Context: an optimization exercise on an open-source flow, tuned for small area, a short achievable clock period and few clock cycles per item. The choices shown serve that exercise and are no tape-out recipe. In this exercise RTL edits were held to simulation tests only and were not proved equivalent to the original. No activity file was given, so power comes from the tool's default toggle rates.

Setup of build 8:
Design unordered_value_table_unit, start of the top module:
module unordered_value_table_unit #(
    parameter int DEPTH = 16
) (
    input  logic                aclk,
    input  logic                aresetn,
    input  logic                s_tvalid,
    output logic                s_tready,
    input  logic [uvt_pkg::InDataW-1:0]  s_tdata,
    output logic                m_tvalid,
    input  logic                m_tready,
    output logic [uvt_pkg::OutDataW-1:0] m_tdata
);
    localparam int AW = $clog2(DEPTH);
    localparam int CW = $clog2(DEPTH + 1);
    localparam int RW = StatusW + FoundW + CountW;
    logic              s_tready_reg;
    logic              e_valid;
    logic [CmdW-1:0]   e_cmd;
    logic [ValueW-1:0] e_val;
    logic [DEPTH-1:0]  e_eq;
    logic [DEPTH-1:0]  e_fix_sel;    
    logic              e_fix_val;    
    logic [CW-1:0]     cnt_reg;
    logic [DEPTH-1:0]  occ;
    logic [DEPTH-1:0]  last_sel;
    logic [1:0]        q_n;
    logic [RW-1:0]     q_head;
    logic [RW-1:0]     q_tail;
    logic              accept;
    logic              fire;
    logic              pop;
    logic [1:0]        q_n_next;
    logic              e_valid_next;
    assign accept = s_tvalid && s_tready_reg;
    assign fire   = e_valid && !q_n[1];
    assign pop    = q_n != 2'd0 && m_tready;
    assign q_n_next     = q_n - 2'(pop) + 2'(fire);
    assign e_valid_next = accept || (e_valid && !fire);
    assign s_tready = s_tready_reg;
    assign m_tvalid = q_n != 2'd0;
    assign m_tdata  = {{(OutDataW-RW){1'b0}}, q_head};
    logic [CmdW-1:0]   s_cmd;
    logic [ValueW-1:0] s_val;
    logic [DEPTH-1:0]  c_eq;
    logic              c_fix_eq;
    logic [ValueW-1:0] last_val;
    assign s_cmd     = s_tdata[CmdW-1:0];
    assign s_val     = s_tdata[CmdW+ValueW-1:CmdW];
    assign c_fix_eq  = s_val == wdata;
    logic              is_app, is_pop, is_loc, is_rem;
    logic [DEPTH-1:0]  eq;
    logic [DEPTH-1:0]  hit;
    logic [DEPTH-1:0]  first;
    logic [DEPTH-1:0]  app_sel;
    logic [DEPTH-1:0]  we;
    logic [ValueW-1:0] wdata;
    logic              any_hit;
    logic [AW-1:0]     fidx;
    logic              empty, full;
    logic              grow, shrink;
    logic [CW-1:0]     cnt_next;
    logic [DEPTH-1:0]  occ_next;
  ...
clock: 5.0 ns
lec_check: 0
cap_margin: 20
core_margin: 2
core_utilization: 40
cts_buf_list: sky130_fd_sc_hd__clkbuf_8
cts_cluster_diameter: 50
cts_cluster_size: 16
place_density: 0.6
setup_slack_margin: 2.3
slew_margin: 50
standard.sh (not shown) runs the stock make flow with config.mk's settings and CLKGATE_MAP_FILE= SYNTH_SCRIPT=/design/flow/synth_recipe.tcl, a recipe that flattens the netlist after the stock synthesis.
==> flow/flow/run.sh <==
#!/bin/bash
# Standard layout, but with ports buffered by a plain buffer instead of the
# default pick.
set -euo pipefail
export BUFFER_PORTS_ARGS="-buffer_cell sky130_fd_sc_hd__buf_4"
cp standard.sh standard_copy.sh.log
bash standard.sh > standard.log 2>&1
Testbench counts of build 8, summed over its fixed seeds: cycles 12,016, items 12,000.
Changes in build 26 relative to build 8:
# build 8
export LEC_CHECK = 0
export CAP_MARGIN = 20
export CORE_MARGIN = 2
export CORE_UTILIZATION = 40
export CTS_BUF_LIST = sky130_fd_sc_hd__clkbuf_8
export CTS_CLUSTER_DIAMETER = 50
export CTS_CLUSTER_SIZE = 16
export PLACE_DENSITY = 0.6
export SETUP_SLACK_MARGIN = 2.3
export SLEW_MARGIN = 50
create_clock -name core_clock -period 5.0 [get_ports {aclk}]
# build 26
export LEC_CHECK = 0
export CAP_MARGIN = 20
export CORE_MARGIN = 2
export CORE_UTILIZATION = 40
export CTS_BUF_LIST = sky130_fd_sc_hd__clkbuf_8
export CTS_CLUSTER_DIAMETER = 50
export CTS_CLUSTER_SIZE = 16
export PLACE_DENSITY = 0.6
export SETUP_SLACK_MARGIN = 2.3
export SLEW_MARGIN = 20
create_clock -name core_clock -period 5.0 [get_ports {aclk}]
==> run summary <==
Met2 wire length: build 26 and build 8 compared, higher one is build 8
Build 26 and build 8 ended up with nearly the same remaining routing DRC violations.
Build 26 has met3 track demand over resource in global routing below what build 8 had.
Sort build 26 and build 8 by global-route wire length before repair, descending, and build 8 comes first.
Build 26 vs build 8, highest attainable clock frequency went up by about 1.7%.
[diff] final instance area, build 26 relative to build 8: improvement
Build 26: total power about 3% below build 8
diff inputs: build 26 => build 5
# build 26
export LEC_CHECK = 0
export CAP_MARGIN = 20
export CORE_MARGIN = 2
export CORE_UTILIZATION = 40
export CTS_BUF_LIST = sky130_fd_sc_hd__clkbuf_8
export CTS_CLUSTER_DIAMETER = 50
export CTS_CLUSTER_SIZE = 16
export PLACE_DENSITY = 0.6
export SETUP_SLACK_MARGIN = 2.3
export SLEW_MARGIN = 20
create_clock -name core_clock -period 5.0 [get_ports {aclk}]
# build 5
export LEC_CHECK = 0
export CAP_MARGIN = 20
export CORE_MARGIN = 2
export CORE_UTILIZATION = 40
export CTS_BUF_LIST = sky130_fd_sc_hd__clkbuf_16
export CTS_CLUSTER_DIAMETER = 60
export CTS_CLUSTER_SIZE = 25
export PLACE_DENSITY = 0.6
export SETUP_SLACK_MARGIN = 2.0
export SLEW_MARGIN = 20
create_clock -name core_clock -period 5.0 [get_ports {aclk}]
==> flow/run.sh (new file) <==
#!/bin/bash
# synth_recipe.tcl (not shown) runs the flow's synth.tcl, then flattens the netlist and writes it again
# the make line also repeats each setting of config.mk as NAME=value (left out here)
make -C /OpenROAD-flow-scripts/flow DESIGN_CONFIG=/design/flow/config.mk WORK_HOME=/design/flow/orfs CLKGATE_MAP_FILE= SYNTH_SCRIPT=/design/flow/synth_recipe.tcl finish
removed: flow/flow/run.sh
removed: flow/standard.sh
--- outcome ---
Build 5 against build 26; global-route wire length before repair is down by a few percent.
Compared with build 26, build 5 shows worst hold margin higher by 0.075 ns.
Compared with build 26, build 5 shows a final weighted congestion in routability-driven placement that is about 2.3% lower.
For build 95, these inputs were changed with respect to build 5:
# build 5
export LEC_CHECK = 0
export CAP_MARGIN = 20
export CORE_MARGIN = 2
export CORE_UTILIZATION = 40
export CTS_BUF_LIST = sky130_fd_sc_hd__clkbuf_16
export CTS_CLUSTER_DIAMETER = 60
export CTS_CLUSTER_SIZE = 25
export PLACE_DENSITY = 0.6
export SETUP_SLACK_MARGIN = 2.0
export SLEW_MARGIN = 20
create_clock -name core_clock -period 5.0 [get_ports {aclk}]
# build 95
export LEC_CHECK = 0
export CAP_MARGIN = 20
export CORE_MARGIN = 2
export CORE_UTILIZATION = 40
export PLACE_DENSITY = 0.6
export SETUP_SLACK_MARGIN = 2.3
export SLEW_MARGIN = 20
create_clock -name core_clock -period 5.0 [get_ports {aclk}]
==> flow/flow/run.sh (new file) <==
#!/bin/bash
# Standard layout with two changes: ports are buffered by a plain buffer
# instead of the default pick, and the resizer may change a cell's footprint
# in every stage (the platform limits it to same-footprint swaps before
# global routing).
set -euo pipefail
export BUFFER_PORTS_ARGS="-buffer_cell sky130_fd_sc_hd__buf_4"
sed 's/CLKGATE_MAP_FILE= /CLKGATE_MAP_FILE= MATCH_CELL_FOOTPRINT=0 /' standard.sh > standard_fp.sh
cp standard_fp.sh standard_fp.sh.log
bash standard_fp.sh > standard.log 2>&1
==> flow/standard.sh (new file) <==
#!/bin/bash
# synth_recipe.tcl (not shown) runs the flow's synth.tcl, then flattens the netlist and writes it again
# the make line also repeats each setting of config.mk as NAME=value (left out here)
make -C /OpenROAD-flow-scripts/flow DESIGN_CONFIG=/design/flow/config.mk WORK_HOME=/design/flow/orfs CLKGATE_MAP_FILE= SYNTH_SCRIPT=/design/flow/synth_recipe.tcl "${@:-finish}"
removed: flow/run.sh
==> comparison <==
Against build 5, number of buffers added by the clock tree synthesis step in build 95 rose by more than a quarter. Diff build 5..build 95 | die area | unchanged. Number of clock-tree buffers in the layout grows by more than half when moving from build 5 to build 95. Vias: build 95 above build 5. Build 95 against build 5; cell count is up slightly. Per the comparison of build 95 with build 5, fraction of met1 tracks used by global routing down 1.2 points; sequential cell area flat; power dissipated by switching net loads down about 1.5%. Part of the power in the clock network: build 95 and build 5 compared, higher one is build 95.
### build 95 -> build 77
# build 95
export LEC_CHECK = 0
export CAP_MARGIN = 20
export CORE_MARGIN = 2
export CORE_UTILIZATION = 40
export PLACE_DENSITY = 0.6
export SETUP_SLACK_MARGIN = 2.3
export SLEW_MARGIN = 20
create_clock -name core_clock -period 5.0 [get_ports {aclk}]
# build 77
export LEC_CHECK = 0
export CAP_MARGIN = 20
export CORE_MARGIN = 2
export CORE_UTILIZATION = 40
export PLACE_DENSITY = 0.6
export SETUP_SLACK_MARGIN = 2.0
export SLEW_MARGIN = 20
create_clock -name core_clock -period 5.0 [get_ports {aclk}]
==> flow/run.sh (new file) <==
#!/bin/bash
# synth_recipe.tcl (not shown) runs the flow's synth.tcl, then flattens the netlist and writes it again
# the make line also repeats each setting of config.mk as NAME=value (left out here)
make -C /OpenROAD-flow-scripts/flow DESIGN_CONFIG=/design/flow/config.mk WORK_HOME=/design/flow/orfs CLKGATE_MAP_FILE= SYNTH_SCRIPT=/design/flow/synth_recipe.tcl finish
removed: flow/flow/run.sh
removed: flow/standard.sh
Results
Result for build 95 and build 77: all clean. In the metrics for build 95 and build 77, the one carrying the higher global-route track usage on met1 is build 77. e_eq[12] as the worst setup path endpoint was reported by build 77, and e_eq[14] by build 95. NOTE HPWL reported at the end of detailed placement build 95->build 77 decreased slightly. Lower ratio of final minimum period to clock period among build 95 and build 77: build 95. Relative to build 95, internal power has decreased by 0.000046 W in build 77. Build 95 reports its startpoint of the worst setup timing path as s_tdata[6] while build 77 reports s_tdata[2]. Build 77 has less setup slack than build 95. In the metrics for build 95 and build 77, the one carrying the lower placer congestion estimate is build 77. Routed wire length, build 95 and build 77: smaller value in build 77.
The following lists how build 94 was set up differently from build 77:
# build 77
export LEC_CHECK = 0
export CAP_MARGIN = 20
export CORE_MARGIN = 2
export CORE_UTILIZATION = 40
export PLACE_DENSITY = 0.6
export SETUP_SLACK_MARGIN = 2.0
export SLEW_MARGIN = 20
create_clock -name core_clock -period 5.0 [get_ports {aclk}]
# build 94
export LEC_CHECK = 0
export CAP_MARGIN = 20
export CORE_MARGIN = 2
export CORE_UTILIZATION = 40
export CTS_BUF_LIST = sky130_fd_sc_hd__clkbuf_16
export CTS_CLUSTER_DIAMETER = 80
export CTS_CLUSTER_SIZE = 30
export PLACE_DENSITY = 0.6
export SETUP_SLACK_MARGIN = 2.3
export SLEW_MARGIN = 20
create_clock -name core_clock -period 5.0 [get_ports {aclk}]
==> flow/flow/run.sh (new file) <==
#!/bin/bash
# Standard layout with two changes: ports are buffered by a plain buffer
# instead of the default pick, and the resizer may change a cell's footprint
# in every stage (the platform limits it to same-footprint swaps before
# global routing).
set -euo pipefail
export BUFFER_PORTS_ARGS="-buffer_cell sky130_fd_sc_hd__buf_4"
sed 's/CLKGATE_MAP_FILE= /CLKGATE_MAP_FILE= MATCH_CELL_FOOTPRINT=0 /' standard.sh > standard_fp.sh
cp standard_fp.sh standard_fp.sh.log
bash standard_fp.sh > standard.log 2>&1
==> flow/standard.sh (new file) <==
#!/bin/bash
# synth_recipe.tcl (not shown) runs the flow's synth.tcl, then flattens the netlist and writes it again
# the make line also repeats each setting of config.mk as NAME=value (left out here)
make -C /OpenROAD-flow-scripts/flow DESIGN_CONFIG=/design/flow/config.mk WORK_HOME=/design/flow/orfs CLKGATE_MAP_FILE= SYNTH_SCRIPT=/design/flow/synth_recipe.tcl "${@:-finish}"
removed: flow/run.sh
Notes after the runs:
Going from build 77 to build 94, global-route wire length before repair climbed 2.0%, top fanout value on the critical path climbed 1.
On overall power of the completed layout: build 94 sits below build 77.
Build 94 vs build 77: clock power down in build 94
Build 94 vs build 77: non-clock buffer count up in build 94
Slack of the worst reg-to-reg path: build 94 better than build 77
Note that the total power per unit cell area recorded for build 77 amounts to 1.10 times the value seen in build 94.

==> re-timing with driven ports <==
The results above use ideal ports. As a check the final layouts listed here were re-extracted and re-timed, cells and wires unchanged.
Step 1 assumes that a clkbuf_16 drives the clock port and a buf_2 every other input.
Step 2 also shifts input and output timing later by t, the mid clock arrival at the registers, as if the neighbouring blocks saw the same clock.
a / b / c = no drivers / after step 1 / after step 2; a / b = the first two.
run | shift t [ns] | setup slack, ns | worst setup path at the end
build 8 | 0.774 | 2.099 / 2.099 / 1.624 | input to register
build 26 | 0.774 | 2.146 / 2.194 / 1.420 | input to register
build 5 | 0.720 | 1.834 / 1.889 / 1.169 | input to register
build 95 | 0.688 | 2.119 / 2.166 / 1.479 | input to register
build 77 | 0.694 | 1.872 / 1.902 / 1.219 | input to register
build 94 | 0.663 | 2.191 / 2.201 / 1.571 | input to register
After both steps every run listed still meets setup and hold. For build 26, which loses most, drivers alone change the setup slack by +0.048 ns; drivers and shift together by -0.726 ns.
